This design comes from an exercise in tuning for small area and a short achievable clock period on the open sky130 flow, not from production work. Where RTL was checked, it was by simulation tests only, not by an equivalence proof against the original. Only the layout flow was run in run 1; the RTL was not checked for function there. Power and IR drop assume default switching activity.

===== design/flow/design.v =====
package video_pkg;
    localparam int COORD_W = 13;               
    localparam int PCNT_W  = 6;                
    localparam int ADDR_W  = 32;
    localparam int DATA_W  = 32;
    localparam logic [ADDR_W-1:0] REG_CTRL    = 32'h0000_0000;
    localparam logic [ADDR_W-1:0] REG_H1      = 32'h0000_0028;
    localparam logic [ADDR_W-1:0] REG_H2      = 32'h0000_0030;
    localparam logic [ADDR_W-1:0] REG_V1      = 32'h0000_0038;
    localparam logic [ADDR_W-1:0] REG_V2      = 32'h0000_0040;
    localparam logic [ADDR_W-1:0] REG_BASE    = 32'h0000_0048;
    localparam logic [ADDR_W-1:0] REG_LINEINC = 32'h0000_0050;
    localparam int CTRL_EN_BIT  = 3;           
    localparam int CTRL_PCNT_LO = 4;           
    localparam int FIFO_DEPTH  = 16;
    localparam int FIFO_AW     = $clog2(FIFO_DEPTH);
    localparam int FREE_W      = $clog2(FIFO_DEPTH + 1);
    localparam int MEM_CREDITS = 4;
    localparam int CRED_W      = $clog2(MEM_CREDITS + 1);
    typedef struct packed {
        logic [7:0] r;                         
        logic [7:0] g;                         
        logic [7:0] b;                         
    } rgb_t;
    typedef struct packed {
        logic              en;
        logic [PCNT_W-1:0] pcnt;               
    } ctrl_cfg_t;
    typedef struct packed {
        logic [COORD_W-1:0] size;              
        logic [COORD_W-1:0] sync_start;
        logic [COORD_W-1:0] sync_end;          
        logic [COORD_W-1:0] total;
    } axis_cfg_t;
    typedef struct packed {
        logic [ADDR_W-1:0] base_address;
        logic [ADDR_W-1:0] lineinc;            
    } fetch_cfg_t;
    typedef struct packed {
        logic hsync;
        logic hblank;
        logic vsync;
        logic vblank;
    } sync_t;
    localparam sync_t SYNC_IDLE = 4'b0101;   
endpackage
import video_pkg::*;
module video_regs (
    input  logic                           clk,
    input  logic                           reset_n,
    input  logic                           reg_wr,
    input  logic [video_pkg::ADDR_W-1:0]   reg_addr,
    input  logic [video_pkg::DATA_W-1:0]   reg_wdata,
    output video_pkg::ctrl_cfg_t           ctrl_cfg,
    output video_pkg::axis_cfg_t           h_cfg,      
    output video_pkg::axis_cfg_t           v_cfg,      
    output video_pkg::fetch_cfg_t          fetch_cfg,
    output logic                           ctrl_wr,     
    output logic [video_pkg::PCNT_W-1:0]   ctrl_wpcnt   
);
    logic [DATA_W-1:0]  wdata;
    logic [COORD_W-1:0] lo_field;
    logic [COORD_W-1:0] lo_m1;
    logic [COORD_W-1:0] hi_field;
    logic               wr_ctrl, wr_h1, wr_h2, wr_v1, wr_v2, wr_base, wr_lineinc;
    assign wdata    = reset_n ? reg_wdata : '0;
    assign lo_field = wdata[COORD_W-1:0];
    assign hi_field = wdata[2*COORD_W-1:COORD_W];
    assign lo_m1    = reg_wdata[COORD_W-1:0] - 1'b1;
    assign ctrl_wr    = reg_wr && (reg_addr == REG_CTRL);
    assign ctrl_wpcnt = reg_wdata[CTRL_PCNT_LO +: PCNT_W];
    assign wr_ctrl    = !reset_n || ctrl_wr;
    assign wr_h1      = !reset_n || (reg_wr && reg_addr == REG_H1);
    assign wr_h2      = !reset_n || (reg_wr && reg_addr == REG_H2);
    assign wr_v1      = !reset_n || (reg_wr && reg_addr == REG_V1);
    assign wr_v2      = !reset_n || (reg_wr && reg_addr == REG_V2);
    assign wr_base    = !reset_n || (reg_wr && reg_addr == REG_BASE);
    assign wr_lineinc = !reset_n || (reg_wr && reg_addr == REG_LINEINC);
    always_ff @(posedge clk or negedge reset_n) begin
        if (!reset_n) begin
            ctrl_cfg.en <= 1'b0;
        end else if (ctrl_wr) begin
            ctrl_cfg.en <= reg_wdata[CTRL_EN_BIT];
        end
    end
    always_ff @(posedge clk) begin
        if (wr_ctrl) begin
            ctrl_cfg.pcnt <= wdata[CTRL_PCNT_LO +: PCNT_W];
        end
        if (wr_h1) begin
            h_cfg.total <= reset_n ? lo_m1 : '1;
            h_cfg.size  <= hi_field;
        end
        if (wr_h2) begin
            h_cfg.sync_end   <= lo_field;
            h_cfg.sync_start <= hi_field;
        end
        if (wr_v1) begin
            v_cfg.total <= reset_n ? lo_m1 : '1;
            v_cfg.size  <= hi_field;
        end
        if (wr_v2) begin
            v_cfg.sync_end   <= lo_field;
            v_cfg.sync_start <= hi_field;
        end
        if (wr_base) begin
            fetch_cfg.base_address <= wdata;
        end
        if (wr_lineinc) begin
            fetch_cfg.lineinc <= wdata;
        end
    end
endmodule
import video_pkg::*;
module video_timing (
    input  logic                           clk,
    input  logic                           reset_n,
    input  video_pkg::ctrl_cfg_t           ctrl_cfg,
    input  video_pkg::axis_cfg_t           h_cfg,      
    input  video_pkg::axis_cfg_t           v_cfg,      
    input  logic                           ctrl_wr,
    input  logic [video_pkg::PCNT_W-1:0]   ctrl_wpcnt,
    output logic                           pix_tick,
    output logic                           active,
    output logic                           fetch_line,
    output logic                           line_step,   
    output logic                           line_wrap,   
    output video_pkg::sync_t               sync
);
    logic [PCNT_W-1:0]  pdiv;                  
    logic [COORD_W-1:0] hcnt;
    logic [COORD_W-1:0] hcnt_new;
    logic [COORD_W-1:0] vsrc;                  
    logic               vs;                    
    logic [COORD_W-1:0] fy;                    
    logic [COORD_W-1:0] fy_new;
    logic               h_last;                
    logic               hb;                    
    logic               heq;                   
    logic               vb;                    
    logic               nld;                   
    logic               fy_last;               
    logic               heq_new;
    logic               en;
    assign en = ctrl_cfg.en;
    logic               slot_end;              
    logic               restart;
    logic [PCNT_W-1:0]  pdiv_inc;
    assign restart  = !en || pix_tick;
    assign pdiv_inc = pdiv + 1'b1;
    always_ff @(posedge clk) begin
        if (ctrl_wr) begin
            slot_end <= restart ? (ctrl_wpcnt == '0) : (pdiv_inc >= ctrl_wpcnt);
        end else begin
            slot_end <= restart ? (ctrl_cfg.pcnt == '0) : (pdiv_inc >= ctrl_cfg.pcnt);
        end
    end
    assign pix_tick = en && slot_end;
    assign active = en && !hb && !vb;
    assign fetch_line = pix_tick && heq && nld;
    assign hcnt_new = (!en || h_last) ? '0 : hcnt + 1'b1;
    assign heq_new  = (hcnt_new == h_cfg.size);
    assign line_step = !en || (pix_tick && h_last);
    assign fy_last   = (fy == v_cfg.total);
    assign nld       = (fy < v_cfg.size);
    assign line_wrap = en ? fy_last : (v_cfg.total == '0);
    assign vsrc      = en ? fy : '0;
    assign fy_new    = line_wrap ? '0 : (en ? fy + 1'b1 : COORD_W'(1));
    always_ff @(posedge clk) begin
        if (restart) begin
            pdiv <= '0;
        end else begin
            pdiv <= pdiv_inc;
        end
    end
    always_ff @(posedge clk) begin
        if (!en || pix_tick) begin
            hcnt   <= hcnt_new;
            h_last <= (hcnt_new == h_cfg.total);
            heq    <= heq_new;
            hb     <= heq_new || (en && !h_last && hb);
        end
    end
    always_ff @(posedge clk) begin
        if (line_step) begin
            vs      <= (vsrc >= v_cfg.sync_start) && (vsrc < v_cfg.sync_end);
            fy      <= fy_new;
            vb      <= en ? !nld : (v_cfg.size == '0);
        end
    end
    logic hsync_q;
    logic hblank_n;
    logic vsync_q;
    logic vblank_n;
    always_ff @(posedge clk or negedge reset_n) begin
        if (!reset_n) begin
            hsync_q    <= 1'b0;
            hblank_n   <= 1'b0;
            vsync_q    <= 1'b0;
            vblank_n   <= 1'b0;
        end else if (!en) begin
            hsync_q    <= 1'b0;
            hblank_n   <= 1'b0;
            vsync_q    <= 1'b0;
            vblank_n   <= 1'b0;
        end else begin
            hsync_q    <= (hcnt >= h_cfg.sync_start) && (hcnt < h_cfg.sync_end);
            hblank_n   <= !hb;
            vsync_q    <= vs;
            vblank_n   <= !vb;
        end
    end
    assign sync = {hsync_q, !hblank_n, vsync_q, !vblank_n};
endmodule
import video_pkg::*;
module line_fetch (
    input  logic                           clk,
    input  logic                           reset_n,
    input  video_pkg::fetch_cfg_t          fetch_cfg,
    input  video_pkg::axis_cfg_t           h_cfg,
    input  logic                           en,
    input  logic                           fetch_line,
    input  logic                           line_step,
    input  logic                           line_wrap,
    output logic                           mem_req,
    output logic [video_pkg::ADDR_W-1:0]   mem_addr,
    input  logic                           mem_credit,
    input  logic                           mem_rsp_valid,
    input  logic [video_pkg::DATA_W-1:0]   mem_rsp_data,
    output logic                           fifo_wr,
    output video_pkg::rgb_t                fifo_wdata,
    input  logic                           fifo_pop
);
    logic [COORD_W-1:0] remaining;             
    logic [ADDR_W-1:0]  line_off;              
    logic               first;                 
    logic [CRED_W-1:0]  credits;
    logic [FREE_W-1:0]  free_slots;            
    logic               issue;
    logic [CRED_W-1:0]  cred_inc, cred_dec;
    logic [FREE_W-1:0]  free_inc, free_dec;
    assign cred_inc = {credits[2] ^ (credits[1] & credits[0]),
                       credits[1] ^ credits[0], ~credits[0]};
    assign cred_dec = {credits[2] ^ ~(credits[1] | credits[0]),
                       credits[1] ^ ~credits[0], ~credits[0]};
    assign free_inc = {free_slots[4] ^ (&free_slots[3:0]),
                       free_slots[3] ^ (&free_slots[2:0]),
                       free_slots[2] ^ (&free_slots[1:0]),
                       free_slots[1] ^ free_slots[0], ~free_slots[0]};
    assign free_dec = {free_slots[4] ^ ~(|free_slots[3:0]),
                       free_slots[3] ^ ~(|free_slots[2:0]),
                       free_slots[2] ^ ~(|free_slots[1:0]),
                       free_slots[1] ^ ~free_slots[0], ~free_slots[0]};
    assign issue = !fetch_line && (remaining != '0) && (credits != '0) &&
                   (free_slots != '0);
    always_ff @(posedge clk or negedge reset_n) begin
        if (!reset_n) begin
            mem_req    <= 1'b0;
            remaining  <= '0;
            credits    <= CRED_W'(MEM_CREDITS);
            free_slots <= FREE_W'(FIFO_DEPTH);
        end else begin
            mem_req    <= issue;
            if (issue && !mem_credit) begin
                credits <= cred_dec;
            end else if (!issue && mem_credit) begin
                credits <= cred_inc;
            end
            if (issue && !fifo_pop) begin
                free_slots <= free_dec;
            end else if (!issue && fifo_pop) begin
                free_slots <= free_inc;
            end
            if (fetch_line) begin
                remaining <= h_cfg.size;
            end else if (issue) begin
                remaining <= remaining - 1'b1;
            end
        end
    end
    logic [ADDR_W-1:0]  line_sum;
    logic [ADDR_W-1:0]  line_start;
    prefix_add32 i_line_sum (.a(line_off), .b(fetch_cfg.lineinc), .s(line_sum));
    prefix_add32 i_line_start (.a(fetch_cfg.base_address), .b(line_off), .s(line_start));
    always_ff @(posedge clk) begin
        if (line_step) begin
            line_off <= line_wrap ? '0 : (en ? line_sum : fetch_cfg.lineinc);
        end
    end
    always_ff @(posedge clk) begin
        if (fetch_line) begin
            mem_addr <= line_start;
            first    <= 1'b1;
        end else if (issue) begin
            first    <= 1'b0;
            if (!first) begin
                mem_addr <= mem_addr + ADDR_W'(4);
            end
        end
    end
    assign fifo_wr    = mem_rsp_valid;
    assign fifo_wdata = mem_rsp_data[23:0];    
endmodule
module prefix_add32 (
    input  logic [31:0] a,
    input  logic [31:0] b,
    output logic [31:0] s
);
    logic [32*6-1:0] g;                        
    logic [32*6-1:0] p;                        
    assign g[31:0] = a & b;
    assign p[31:0] = a ^ b;
    for (genvar l = 0; l < 5; l++) begin : level
        for (genvar i = 0; i < 32; i++) begin : bit_i
            if ((i >> l) & 1) begin : merge
                localparam int J = ((i >> l) << l) - 1;
                assign g[32*(l+1)+i] = g[32*l+i] | (p[32*l+i] & g[32*l+J]);
                assign p[32*(l+1)+i] = p[32*l+i] & p[32*l+J];
            end else begin : pass
                assign g[32*(l+1)+i] = g[32*l+i];
                assign p[32*(l+1)+i] = p[32*l+i];
            end
        end
    end
    assign s = p[31:0] ^ {g[32*5+30:32*5], 1'b0};
endmodule
import video_pkg::*;
module pixel_fifo (
    input  logic            clk,
    input  logic            reset_n,
    input  logic            wr,
    input  video_pkg::rgb_t wdata,
    input  logic            pop,
    output video_pkg::rgb_t rdata,
    output logic            empty
);
    logic [23:0]      mem [0:FIFO_DEPTH-1];    
    logic [FIFO_AW:0] wr_ptr;                  
    logic [FIFO_AW:0] rd_ptr;
    always_ff @(posedge clk or negedge reset_n) begin
        if (!reset_n) begin
            wr_ptr <= '0;
            rd_ptr <= '0;
        end else begin
            if (wr) begin
                wr_ptr <= wr_ptr + 1'b1;
            end
            if (pop && !empty) begin
                rd_ptr <= rd_ptr + 1'b1;
            end
        end
    end
    always_ff @(posedge clk) begin
        if (wr) begin
            mem[wr_ptr[FIFO_AW-1:0]] <= wdata;
        end
    end
    assign rdata = mem[rd_ptr[FIFO_AW-1:0]];   
    assign empty = (wr_ptr == rd_ptr);
endmodule
module pixel_output (
    input  logic            clk,
    input  logic            reset_n,
    input  logic            pix_tick,
    input  logic            active,
    input  logic            fifo_empty,
    input  video_pkg::rgb_t fifo_rdata,
    output logic            pop,
    output video_pkg::rgb_t rgb
);
    assign pop = pix_tick && active && !fifo_empty;
    always_ff @(posedge clk or negedge reset_n) begin
        if (!reset_n) begin
            rgb <= '0;
        end else if (active && !fifo_empty) begin
            rgb <= fifo_rdata;
        end else begin
            rgb <= '0;                         
        end
    end
endmodule
import video_pkg::*;
module video_ctrl_top (
    input  logic                           clk,
    input  logic                           reset_n,
    input  logic                           reg_wr,
    input  logic [video_pkg::ADDR_W-1:0]   reg_addr,
    input  logic [video_pkg::DATA_W-1:0]   reg_wdata,
    output logic                           mem_req,
    output logic [video_pkg::ADDR_W-1:0]   mem_addr,
    input  logic                           mem_credit,
    input  logic                           mem_rsp_valid,
    input  logic [video_pkg::DATA_W-1:0]   mem_rsp_data,
    output logic [3:0]                     sync,     
    output logic [23:0]                    rgb       
);
    video_pkg::ctrl_cfg_t          ctrl_cfg;
    video_pkg::axis_cfg_t          h_cfg;
    video_pkg::axis_cfg_t          v_cfg;
    video_pkg::fetch_cfg_t         fetch_cfg;
    logic               pix_tick;
    logic               active;
    logic               fetch_line;
    logic               line_step;
    logic               line_wrap;
    logic               fifo_wr;
    video_pkg::rgb_t               fifo_wdata;
    logic               fifo_pop;              
    video_pkg::rgb_t               fifo_rdata;
    logic               fifo_empty;
    logic               ctrl_wr;
    logic [PCNT_W-1:0]  ctrl_wpcnt;
    video_regs i_video_regs (
        .clk       (clk),
        .reset_n   (reset_n),
        .reg_wr    (reg_wr),
        .reg_addr  (reg_addr),
        .reg_wdata (reg_wdata),
        .ctrl_cfg  (ctrl_cfg),
        .h_cfg     (h_cfg),
        .v_cfg     (v_cfg),
        .fetch_cfg (fetch_cfg),
        .ctrl_wr   (ctrl_wr),
        .ctrl_wpcnt(ctrl_wpcnt)
    );
    video_timing i_video_timing (
        .clk        (clk),
        .reset_n    (reset_n),
        .ctrl_cfg   (ctrl_cfg),
        .h_cfg      (h_cfg),
        .v_cfg      (v_cfg),
        .ctrl_wr    (ctrl_wr),
        .ctrl_wpcnt (ctrl_wpcnt),
        .pix_tick   (pix_tick),
        .active     (active),
        .fetch_line (fetch_line),
        .line_step  (line_step),
        .line_wrap  (line_wrap),
        .sync       (sync)
    );
    line_fetch i_line_fetch (
        .clk           (clk),
        .reset_n       (reset_n),
        .fetch_cfg     (fetch_cfg),
        .h_cfg         (h_cfg),
        .en            (ctrl_cfg.en),
        .fetch_line    (fetch_line),
        .line_step     (line_step),
        .line_wrap     (line_wrap),
        .mem_req       (mem_req),
        .mem_addr      (mem_addr),
        .mem_credit    (mem_credit),
        .mem_rsp_valid (mem_rsp_valid),
        .mem_rsp_data  (mem_rsp_data),
        .fifo_wr       (fifo_wr),
        .fifo_wdata    (fifo_wdata),
        .fifo_pop      (fifo_pop)
    );
    pixel_fifo i_pixel_fifo (
        .clk     (clk),
        .reset_n (reset_n),
        .wr      (fifo_wr),
        .wdata   (fifo_wdata),
        .pop     (fifo_pop),
        .rdata   (fifo_rdata),
        .empty   (fifo_empty)
    );
    pixel_output i_pixel_output (
        .clk        (clk),
        .reset_n    (reset_n),
        .pix_tick   (pix_tick),
        .active     (active),
        .fifo_empty (fifo_empty),
        .fifo_rdata (fifo_rdata),
        .pop        (fifo_pop),
        .rgb        (rgb)
    );
endmodule

===== design/flow/flow/run.sh =====
#!/bin/bash
# Standard ORFS layout with fast port buffers and no CTS dummy loads.
set -euo pipefail
bash standard.sh \
  "BUFFER_PORTS_ARGS=-buffer_cell sky130_fd_sc_hd__buf_2" \
  "CTS_ARGS=-sink_clustering_enable -repair_clock_nets -dont_use_dummy_load -sink_clustering_size 24 -sink_clustering_max_diameter 150" \
  "SETUP_SLACK_MARGIN=5.85" \
  finish > standard.log 2>&1

===== design/flow/standard.sh =====
#!/bin/bash
# synth_recipe.tcl (not shown) runs the flow's synth.tcl, then flattens the netlist and writes it again
# the make line also repeats each setting of config.mk as NAME=value (left out here)
make -C /OpenROAD-flow-scripts/flow DESIGN_CONFIG=/design/flow/config.mk WORK_HOME=/design/flow/orfs CLKGATE_MAP_FILE= SYNTH_SCRIPT=/design/flow/synth_recipe.tcl "${@:-finish}"

===== design/flow/config.mk =====
export PLATFORM = sky130hd
export DESIGN_NAME = video_ctrl_top
export DESIGN_NICKNAME = video_ctrl_top
export VERILOG_FILES = /design/flow/design.v
export SDC_FILE = /design/flow/constraint.sdc
export NUM_CORES = 4
export LEC_CHECK = 0
export CAP_MARGIN = 20
export CORE_MARGIN = 2
export CORE_UTILIZATION = 40
export SETUP_SLACK_MARGIN = 5
export SLEW_MARGIN = 20

===== design/flow/constraint.sdc =====
create_clock -name core_clock -period 9.0 [get_ports {clk}]
set_input_delay 1.8000 -clock core_clock [delete_from_list [all_inputs] [get_ports {clk}]]
set_output_delay 1.8000 -clock core_clock [all_outputs]
set_load 0.01 [all_outputs]

==> run summary, run 1 <==
Final Max Slew Viols: 0
layout cell share with drive strength beyond 1: 0.216
syn_nets: 2378
GPL Wtd Cong: 0.827
Net count, final: 2592
WS Path Type: primary input to flip-flop
cts bufs inserted: 36
Root Driver: clkbuf_16
Yosys top cell area share: 0.599
Worst EP required: 9240 ps
Worst Slack Setup Final: 5840 ps
height of the die: 290 µm
largest net degree at the start of global routing: 79
Rel. slew slack: 0.409
post-layout util: 0.458
Place WS: 4790 ps
first-pass GRT wire length: 116000 µm
Placed Area: 35200 µm²
Post-synth EDFFs: 653
critical path's slowest cell: nor4_4
area delta synth->final: 13.0%
R2R cell count: 12
crit-path cells: buf_2, nor4_4, nand2_1, nor4_4, nand2_2, o41ai_4, buf_4, clkbuf_16
Synth cell types: 75
Buf/Inv on CP: 3
power per cell area: 178 nW/µm²
Worst EP arrival: 3400 ps
placed cells: 3301
CTS tree: done
die area: 84200 µm²
synth cell count leaders: edfxtp_1, ha_1, mux4_2
total chip power: 6.61 mW
number of port buffers: 153
yosys warns: 5
post-route ant nets: 0
Overflow after GRT: 0
initial antenna violation count: 7
Pre-antenna DRT Iters: 5
actual slew at the worst max-slew pin: 884 ps
Starting Density: 0.405
WL/cell: 22.9 µm
IR Drop Worst-Case VDD: 0.161 mV
status: no timing/DRC/antenna violations
final hold viol count: 0
Crit. End Element: flip-flop
Rows: 104
CP Launch Type: primary input
post-route cell area: 37000 µm²
max_cap viols: 0
Synth Register Bits: 722
Min Hold Slack: 457 ps
Final Cycle Share: 0.351
final WL: 77700 µm
clk slew on worst S/H paths: 100 ps
Seq/Total Area, Yosys: 0.650
static leakage: 13.5 nW
crit path max fanout: 16
Most used DFF post-synth: edfxtp_1
family with the most delay on the worst path: simple AND/OR/NAND/NOR gates
Sink Count: 722
Largest stage delay, worst path: 300 ps
ys async rst share: 0.0845
top cells by area, synth: edfxtp_1, mux4_2, ha_1
buffer depth of the longest clock path: 3
hold crit path type: flip-flop to flip-flop
Layout fillers: 6971
vias in the first global route: 18750
FF-to-FF setup slack: 5840 ps
Non-Filler Instances: 3393
CP most frequent cell: nor4_4
vias post-DR: 18194
Crit path depth: 8
clk latency of the worst-skew pair: 590 ps
area leader, netlist: edfxtp_1
post-detail-place hpwl: 49000 µm
Initial DRC Count: 1389
H-tree depth: 2
Synth Instances: 2120
most common cell in the netlist: edfxtp_1
core region area: 80800 µm²
count of final setup violators: 0
total negative setup slack: 0 ps
RSZ-0062 raised after global routing: yes
die width: 290 µm
Via-to-Cell Ratio: 5.36
io pins: 162
min Tclk post-route: 3160 ps
Hold Path Stages: 1
Mapped Avg Cell Area: 15.4 µm²
hold buffer count at cts: 0
GRT Util Overall: 0.183
clk_skew: 67.1 ps
Max Freq: 316 MHz
# DRC: 0
Cell Area, Synth: 32700 µm²
## report_power, final
group | switching (mW) | total [mW] | internal (mW)
sequential | 0.112 | 4.04 | 3.93
combinational | 0.510 | 0.846 | 0.336
clock | 1.00 | 1.72 | 0.719
## cells by family (layout without fill, tap and decap cells)
group / after synthesis / after routing / share of synthesized area
AOI/OAI and AO/OA: 244 / 247 / 0.0499
xor gates and xnor gates: 179 / 179 / 0.0479
adders and majority gates: 157 / 157 / 0.0623
buffers and inverters: 181 / 389 / 0.0219
DFF: 722 / 722 / 0.650
muxes: 145 / 145 / 0.0904
other: 0 / 1 / 0
and+or+nand+nor: 492 / 493 / 0.0773
## registers in the layout, indices dropped and copies added, names as in the netlist, 3 cells and up
name / cells
i_line_fetch.credits: 3
i_line_fetch.free_slots: 5
i_line_fetch.line_off: 32
i_line_fetch.mem_addr: 32
i_line_fetch.remaining: 13
i_pixel_fifo.mem: 384
i_pixel_fifo.rd_ptr: 5
i_pixel_fifo.wr_ptr: 5
i_pixel_output.rgb: 24
i_video_regs.ctrl_cfg: 7
i_video_regs.fetch_cfg: 64
i_video_regs.h_cfg: 52
i_video_regs.v_cfg: 52
i_video_timing.fy: 13
i_video_timing.hcnt: 13
i_video_timing.pdiv: 6
## layout make-up
cell class | instances | area [µm²] | area share
inverter | 119 | 450 | 0.0122
timing repair buffer | 234 | 1640 | 0.0443
antenna | 1 | 2.50 | 0.0000676
clock buffer | 36 | 901 | 0.0243
sequential | 722 | 21300 | 0.576
tap | 1060 | 1330 | 0.0358
multi-input combinational | 1221 | 11400 | 0.308
## cell usage in the layout, fill, tap and decap left out, types with 22 or more instances in the layout
cell type / instances
buf_4: 60
o21ai_0: 51
xnor2_1: 100
edfxtp_1: 653
nand4_1: 29
mux4_2: 120
nand2_1: 107
dfrtp_1: 55
clkbuf_16: 37
inv_1: 118
nand3_1: 34
nor2b_1: 38
a21o_1: 44
and2_1: 49
a21oi_1: 56
and3_1: 22
buf_2: 152
nor2_1: 94
xor2_1: 75
ha_1: 143
## metal layers
metal,wire (µm),global-route usage,vias up,part of all wire
met3,3520,0.0237,103,0.045
li1,-,-,8403,-
met2,39300,0.321,381,0.51
met1,32800,0.238,9299,0.42
met5,47,0,-,0.00060
met4,1990,0.0495,8,0.026
## path summary, 6_finish.rpt
check                                         start                          to
max in group asynchronous                   reset_n    i_video_regs.ctrl_cfg[6]
min reg2reg                       i_video_timing.vb     i_video_timing.vblank_n
max reg2reg                i_line_fetch.line_off[0]   i_line_fetch.mem_addr[22]
min in group asynchronous                   reset_n      i_pixel_output.rgb[12]
max                                    reg_addr[13]  i_video_regs.fetch_cfg[56]
min                               i_video_timing.vb     i_video_timing.vblank_n
## repair_timing
action / in CTS / in global routing
pin swaps: 20 / 41
gates resized for setup: 40 / 39
setup endpoints to repair: 306 / 178
buffers inserted: 21 / 26
gates cloned: 4 / 2
## worst register-to-register path, stage by stage, from the launching register on
cell and delay [ps]:
edfxtp_1 420, buf_4 160, ha_4 150, fa_2 390, a21o_1 210, nand4_1 180
a31oi_2 140, a211o_4 420, a21bo_4 250, a21oi_4 130, o21bai_1 100, xnor2_1 220
o21ai_1 80
==> run 2, diff against run 1 <==
--- a/design/flow/design.v
+++ b/design/flow/design.v
@@ -163,4 +163,2 @@
     assign line_step = !en || (pix_tick && h_last);
-    assign fy_last   = (fy == v_cfg.total);
-    assign nld       = (fy < v_cfg.size);
     assign line_wrap = en ? fy_last : (v_cfg.total == '0);
@@ -187,2 +185,4 @@
             fy      <= fy_new;
+            fy_last <= (fy_new == v_cfg.total);
+            nld     <= (fy_new < v_cfg.size);
             vb      <= en ? !nld : (v_cfg.size == '0);
==> design/flow/flow/run.sh (replaced) <==
#!/bin/bash
# Standard ORFS layout with fast port buffers and no CTS dummy loads.
set -euo pipefail
bash standard.sh \
  "BUFFER_PORTS_ARGS=-buffer_cell sky130_fd_sc_hd__buf_2" \
  "CTS_ARGS=-sink_clustering_enable -repair_clock_nets -dont_use_dummy_load -sink_clustering_size 20 -sink_clustering_max_diameter 120" \
  "SETUP_SLACK_MARGIN=5.85" \
  finish > standard.log 2>&1
==> run 2 against run 1 <==
  * First-iteration DRC count grew 8.4%
  * Worst setup slack improved by 98 ps
  * Wire length fell by 0.61%
  * Count of clock-buffer cells in the layout is 6 higher
  * Worst hold slack about the same
  * Critical path depth up 3
  * Non-clock buffer count decreased by 46
  * Sequential share of layout area grew 0.78 points
  * Synthesized cell count increased by 2.0%
  * Clock skew grew 34 ps
  * Critical path type unchanged
==> run summary, run 2 <==
IR Drop Worst-Case VDD: 0.179 mV
Pre-antenna DRT Iters: 5
status: no timing/DRC/antenna violations
Crit. End Element: flip-flop
post-route cell area: 36600 µm²
Initial DRC Count: 1506
actual slew at the worst max-slew pin: 981 ps
initial antenna violation count: 7
Overflow after GRT: 0
cts bufs inserted: 42
layout cell share with drive strength beyond 1: 0.185
commonest cells after routing, fill and taps aside: edfxtp_1, buf_2, ha_1
hold buffer count at cts: 0
most common cell after layout, fill and taps aside: edfxtp_1
die width: 291 µm
GPL Wtd Cong: 0.842
first-pass GRT wire length: 117000 µm
WS Path Type: primary input to flip-flop
Antenna Cells: 0
sw power: 2.89 mW
clk latency of the worst-skew pair: 630 ps
Via-to-Cell Ratio: 5.45
met3 GRT Util: 0.0218
yosys warns: 5
top cells by area, synth: edfxtp_1, mux4_2, ha_1
max reg flops: 384
hold crit path type: flip-flop to flip-flop
P_int: 6.39 mW
Seq/Total Area, Yosys: 0.650
Max Freq: 327 MHz
Post-synth EDFFs: 655
Worst EP required: 9400 ps
Final Max Slew Viols: 0
ys async rst share: 0.0843
count of final setup violators: 0
final WL: 77200 µm
Root Driver: clkbuf_16
total negative setup slack: 0 ps
Mapped Avg Cell Area: 15.2 µm²
Rel. slew slack: 0.346
post-route ant nets: 0
CTS tree: done
WL/cell: 22.7 µm
grt met2 use: 0.333
Most used DFF post-synth: edfxtp_1
io pins: 162
Rows: 105
Yosys top cell area share: 0.599
clk_skew: 101 ps
number of port buffers: 153
Sink Count: 724
Net count, final: 2593
Worst EP arrival: 3460 ps
die area: 84400 µm²
syn_nets: 2421
Hold Path Stages: 2
min Tclk post-route: 3060 ps
crit path max fanout: 8
H-tree depth: 2
core region area: 81700 µm²
Synth Register Bits: 724
CP Launch Type: primary input
vias in the first global route: 19107
RSZ-0062 raised after global routing: yes
part of the power in the clock network: 0.201
R2R cell count: 11
synth cell count leaders: edfxtp_1, ha_1, nand2_1
largest net degree at the start of global routing: 115
max_cap viols: 0
area delta synth->final: 11.5%
Sw Share: 0.311
vias post-DR: 18547
Placed Area: 35200 µm²
clk slew on worst S/H paths: 90 ps
final hold viol count: 0
area leader, netlist: edfxtp_1
power per cell area: 253 nW/µm²
buffer depth of the longest clock path: 3
# DRC: 0
GRT Util Overall: 0.182
GR peak layer: met2
Comb pwr share: 0.298
Final Cycle Share: 0.340
Flop pwr share: 0.501
post-detail-place hpwl: 48200 µm
height of the die: 291 µm
static leakage: 13.3 nW
Cell Area, Synth: 32900 µm²
most common cell in the netlist: edfxtp_1
Starting Density: 0.402
GR Layer Usage met1: 0.229
Synth Instances: 2162
Synth cell types: 71
[run 2: cell types whose count changed after synthesis, sizes merged, moves of 10 or more]
cell and change:
xnor2 -29, o21ai +18, and2 +14, xor2 +14, clkbuf +12, a21o -10
buf -10
[run 2: cell type report]
| cell class | instances | area [µm²] |
|---|---|---|
| Clock buffer | 42 | 1050 |
| Sequential cell | 724 | 21400 |
| Fill cell | 7196 | 45100 |
| Inverter | 116 | 444 |
| Multi-Input combinational cell | 1261 | 11200 |
| Timing Repair inverter | 1 | 5.00 |
| Tap cell | 1070 | 1340 |
| Timing Repair Buffer | 188 | 1210 |
[run 2: worst paths after layout]
kind	from	end	slack (ps)
min in group asynchronous	reset_n	i_pixel_output.rgb[22]	1160
setup reg to reg	i_line_fetch.line_off[0]	i_line_fetch.line_off[9]	5990
setup / recovery	reg_wdata[4]	i_video_timing.slot_end	5940
hold reg to reg	i_line_fetch.first	i_line_fetch.first	460
hold / removal	i_line_fetch.first	i_line_fetch.first	460
max in group asynchronous	reset_n	i_video_timing.vsync_q	7110
[run 2: cells by family (layout without fill, tap and decap cells)]
kind of cell               Yosys count  in the layout  synth area share
xor gates and xnor gates           164            164            0.0437
muxes                              136            136            0.0873
adders and majority gates          158            158            0.0625
DFF                                724            724             0.650
AOI/OAI and AO/OA                  279            281            0.0540
buffers and inverters              180            347            0.0209
and+or+nand+nor                    521            522            0.0814
[run 2: layer usage]
layer	vias up	wire (µm)
li1	8526	-
met1	9487	31800
met2	410	40300
met3	114	3120
met4	10	1970
met5	-	56
[run 2: repair_timing]
item,CTS,global route
endpoints found under the setup margin,209,154
buffers inserted,4,9
gates cloned,3,1
pin swaps,7,15
gates resized for setup,24,28
[run 2: power groups by stage]
stage	clock, mW	sequential, mW	combinational, mW
after floorplan	0	4.58	1.99
after global placement	0	4.74	2.61
after detailed placement	0	4.77	2.68
after CTS	1.92	4.66	2.76
after global routing	2.02	4.71	3.06
final	1.86	4.64	2.77
[run 2: critical path, stage by stage]
cell      delay (ps)
buf_2            150
ha_1             290
nand2b_1         140
a21o_1           180
a21o_1           160
a21oi_1          150
nor2b_1           60
o21ai_0          170
a21oi_1          100
nand2_1           80
o21ai_0          180
[run 2: per-stage QoR]
step                       util  hold slack, ps  cells  setup slack, ps  total power [mW]
after detailed placement  0.430             448   3343             4910              7.44
after global placement    0.430             443   3342             4590              7.35
after floorplan               -             382   2162             5240              6.57
after global routing      0.448             483   3402             5750              9.79
final                     0.448             457   3402             5940              9.27
after CTS                 0.445             461   3392             5780              9.34
==> run 3, diff against run 2 <==
==> design/flow/run.sh (new file) <==
#!/bin/bash
# synth_recipe.tcl (not shown) runs the flow's synth.tcl, then flattens the netlist and writes it again
# the make line also repeats each setting of config.mk as NAME=value (left out here)
make -C /OpenROAD-flow-scripts/flow DESIGN_CONFIG=/design/flow/config.mk WORK_HOME=/design/flow/orfs CLKGATE_MAP_FILE= SYNTH_SCRIPT=/design/flow/synth_recipe.tcl finish
removed: design/flow/flow/run.sh
removed: design/flow/standard.sh
==> run 3 against run 2 <==
  * Synthesized cell count unchanged
  * Sequential share of layout area decreased by 2.9 points
  * Highest routed layer unchanged
  * Still clean on timing, DRC and antenna
  * Global-route usage increased by 0.27 points
  * Non-clock buffer count increased by 1
  * Die area unchanged
  * Sequential cell count unchanged
  * Clock skew decreased by 42 ps
  * Critical path type unchanged
  * Wire length increased by 0.36%
  * First-iteration DRC count increased by 6.4%
  * Core utilization increased by 2.3 points
  * Area after synthesis unchanged
==> run summary, run 3 <==
status: no timing/DRC/antenna violations
post-route ant nets: 0
max_cap viols: 0
cts bufs inserted: 78
clk slew on worst S/H paths: 60 ps
Antenna Cells: 0
Mapped Avg Cell Area: 15.2 µm²
Worst Slack Setup Final: 5300 ps
first-pass GRT wire length: 119000 µm
# DRC: 0
crit-path cells: clkdlybuf4s50_1, nor3b_1, and2_1, buf_4
vias post-DR: 18747
initial antenna violation count: 5
count of final setup violators: 0
Synth cell types: 71
layout cell share with drive strength beyond 1: 0.126
Crit. End Element: flip-flop
H-tree depth: 3
Via-to-Cell Ratio: 5.35
power per cell area: 279 nW/µm²
most common cell after layout, fill and taps aside: edfxtp_1
CTS tree: done
R2R cell count: 5
Sink Count: 724
Initial DRC Count: 1603
Worst EP arrival: 4030 ps
Cell Area, Synth: 32900 µm²
RSZ-0062 raised after global routing: no
postcts setup bufs: 0
min Tclk post-route: 3700 ps
Starting Density: 0.402
post-detail-place hpwl: 49000 µm
die width: 291 µm
Final Cycle Share: 0.411
height of the die: 291 µm
Max Freq: 271 MHz
static leakage: 13.9 nW
post-cts gate resize count: 0
Final Max Slew Viols: 0
syn_nets: 2421
number of port buffers: 153
crit path max fanout: 13
GRT Util Overall: 0.185
IR Drop Worst-Case VDD: 0.183 mV
Min Hold Slack: 453 ps
Most used DFF post-synth: edfxtp_1
hold crit path type: flip-flop to flip-flop
CP Launch Type: primary input
yosys warns: 5
Synth Instances: 2162
actual slew at the worst max-slew pin: 1090 ps
critical path's slowest cell: and2_1
top cells by area, synth: edfxtp_1, mux4_2, ha_1
area delta synth->final: 17.3%
io pins: 162
Largest stage delay, worst path: 860 ps
GPL Wtd Cong: 0.834
Hold Path Stages: 2
Overflow after GRT: 0
vias in the first global route: 19779
Root Driver: clkbuf_16
max reg flops: 384
commonest cells after routing, fill and taps aside: edfxtp_1, clkdlybuf4s50_1, ha_1
Yosys top cell area share: 0.599
Place WS: 4600 ps
most common cell in the netlist: edfxtp_1
WL/cell: 22.1 µm
clk latency of the worst-skew pair: 660 ps
Worst EP required: 9330 ps
Net count, final: 2626
core region area: 81700 µm²
clk_skew: 58.4 ps
final WL: 77500 µm
Seq/Total Area, Yosys: 0.650
Rel. slew slack: 0.276
WS Path Type: primary input to flip-flop
die area: 84400 µm²
largest net degree at the start of global routing: 72
Post-synth EDFFs: 655
Synth Register Bits: 724
area leader, netlist: edfxtp_1
ys async rst share: 0.0843
Rows: 105
final hold viol count: 0
total negative setup slack: 0 ps
Pre-antenna DRT Iters: 5
synth cell count leaders: edfxtp_1, ha_1, nand2_1
buffer depth of the longest clock path: 3
hold buffer count at cts: 0
Layout fillers: 7084
## run 3: changes by cell type in the layout (fill, tap and decap cells not counted), sizes merged, moves of 4 or more
cell / delta
inv: +4
clkdlybuf4s50: +152
clkinv: +21
bufinv: +6
buf: -151
clkbuf: +69
## run 3: worst max-delay path: cells and delay by family
kind          cells  cell delay (ps)
simple gates      2             1170
buf+inv           2             1050
## run 3: area by class of cell
| class | instances | area (µm²) | share of cell area |
|---|---|---|---|
| Tap cell | 1070 | 1340 | 0.0347 |
| Timing Repair Buffer | 189 | 1800 | 0.0468 |
| Sequential cell | 724 | 21400 | 0.555 |
| Clock buffer | 111 | 2210 | 0.0573 |
| Multi-Input combinational cell | 1258 | 10900 | 0.283 |
| Clock inverter | 35 | 464 | 0.0120 |
| Inverter | 116 | 435 | 0.0113 |
## run 3: final timing paths
path,slack [ps],from,endpoint
setup reg to reg,5400,i_pixel_fifo.rd_ptr[0],i_pixel_output.rgb[6]
setup / recovery,5300,mem_rsp_valid,i_pixel_fifo.mem[2][12]
max in group asynchronous,6410,reset_n,i_pixel_fifo.rd_ptr[1]
hold reg to reg,450,i_line_fetch.first,i_line_fetch.first
min in group asynchronous,1180,reset_n,i_video_timing.hsync_q
hold / removal,450,i_line_fetch.first,i_line_fetch.first
## run 3: routing by layer
| metal | track usage | share of wire | vias up |
|---|---|---|---|
| met5 | 0 | 0.00067 | - |
| met4 | 0.0552 | 0.025 | 8 |
| met3 | 0.0281 | 0.045 | 120 |
| met2 | 0.323 | 0.50 | 415 |
| met1 | 0.238 | 0.42 | 9549 |
| li1 | - | - | 8655 |
## run 3: cells by family after synthesis
kind of cell               after synthesis  share of synthesized area
DFF                                    724                      0.650
muxes                                  136                     0.0873
buffers and inverters                  180                     0.0209
AOI/OAI and AO/OA                      279                     0.0540
xor gates and xnor gates               164                     0.0437
and+or+nand+nor                        521                     0.0814
adders and majority gates              158                     0.0625
## run 3: power breakdown
| part | switching [mW] | internal (mW) | leakage [nW] |
|---|---|---|---|
| Combinational | 1.44 | 1.39 | 5.71 |
| Clock | 1.37 | 1.91 | 1.29 |
| Sequential | 0.384 | 4.26 | 6.92 |
## run 3: through the flow
| step | instance area [µm²] | total power [mW] | utilization | cells |
|---|---|---|---|---|
| CTS | 38500 | 10.9 | 0.471 | 3503 |
| floorplan | 32900 | 6.57 | - | 2162 |
| detailed placement | 35800 | 7.58 | 0.439 | 3357 |
| global route | 38500 | 11.3 | 0.472 | 3503 |
| global placement | 35800 | 7.50 | 0.439 | 3357 |
| finish | 38500 | 10.8 | 0.472 | 3503 |

-- what the ideal ports hide --
The flow's constraints put no driver on any port. The routed layouts listed below were extracted and timed again, unchanged, in two steps. Step 1 (the two cells are an assumption about what drives the block):
set clk [get_ports {clk}]
set_driving_cell -lib_cell sky130_fd_sc_hd__clkbuf_16 $clk
set_driving_cell -lib_cell sky130_fd_sc_hd__buf_2 [delete_from_list [all_inputs] $clk]
Step 2 times the ports against the registers' clock, not the clock port: input delays grow and output delays shrink by t, the midpoint of the rising clock arrivals with the driver on. Three values: no drivers, after step 1, after step 2; two values: the first two.
| run | shift t [ns] | setup WS [ns] | worst setup path after step 2 | worst slew at a driven data input, ns | cell pins on the clock port's net |
|---|---|---|---|---|---|
| run 1 | 0.618 | 5.840 / 5.829 / 5.257 | input to register | 0.09 | 1 |
| run 2 | 0.652 | 5.938 / 5.899 / 5.335 | input to register | 0.09 | 1 |
| run 3 | 0.694 | 5.304 / 5.270 / 4.577 | input to register | 0.10 | 1 |
After both steps every run listed still meets setup and hold. For run 3, which loses most, drivers alone change the setup slack by -0.034 ns; drivers and shift together by -0.727 ns.
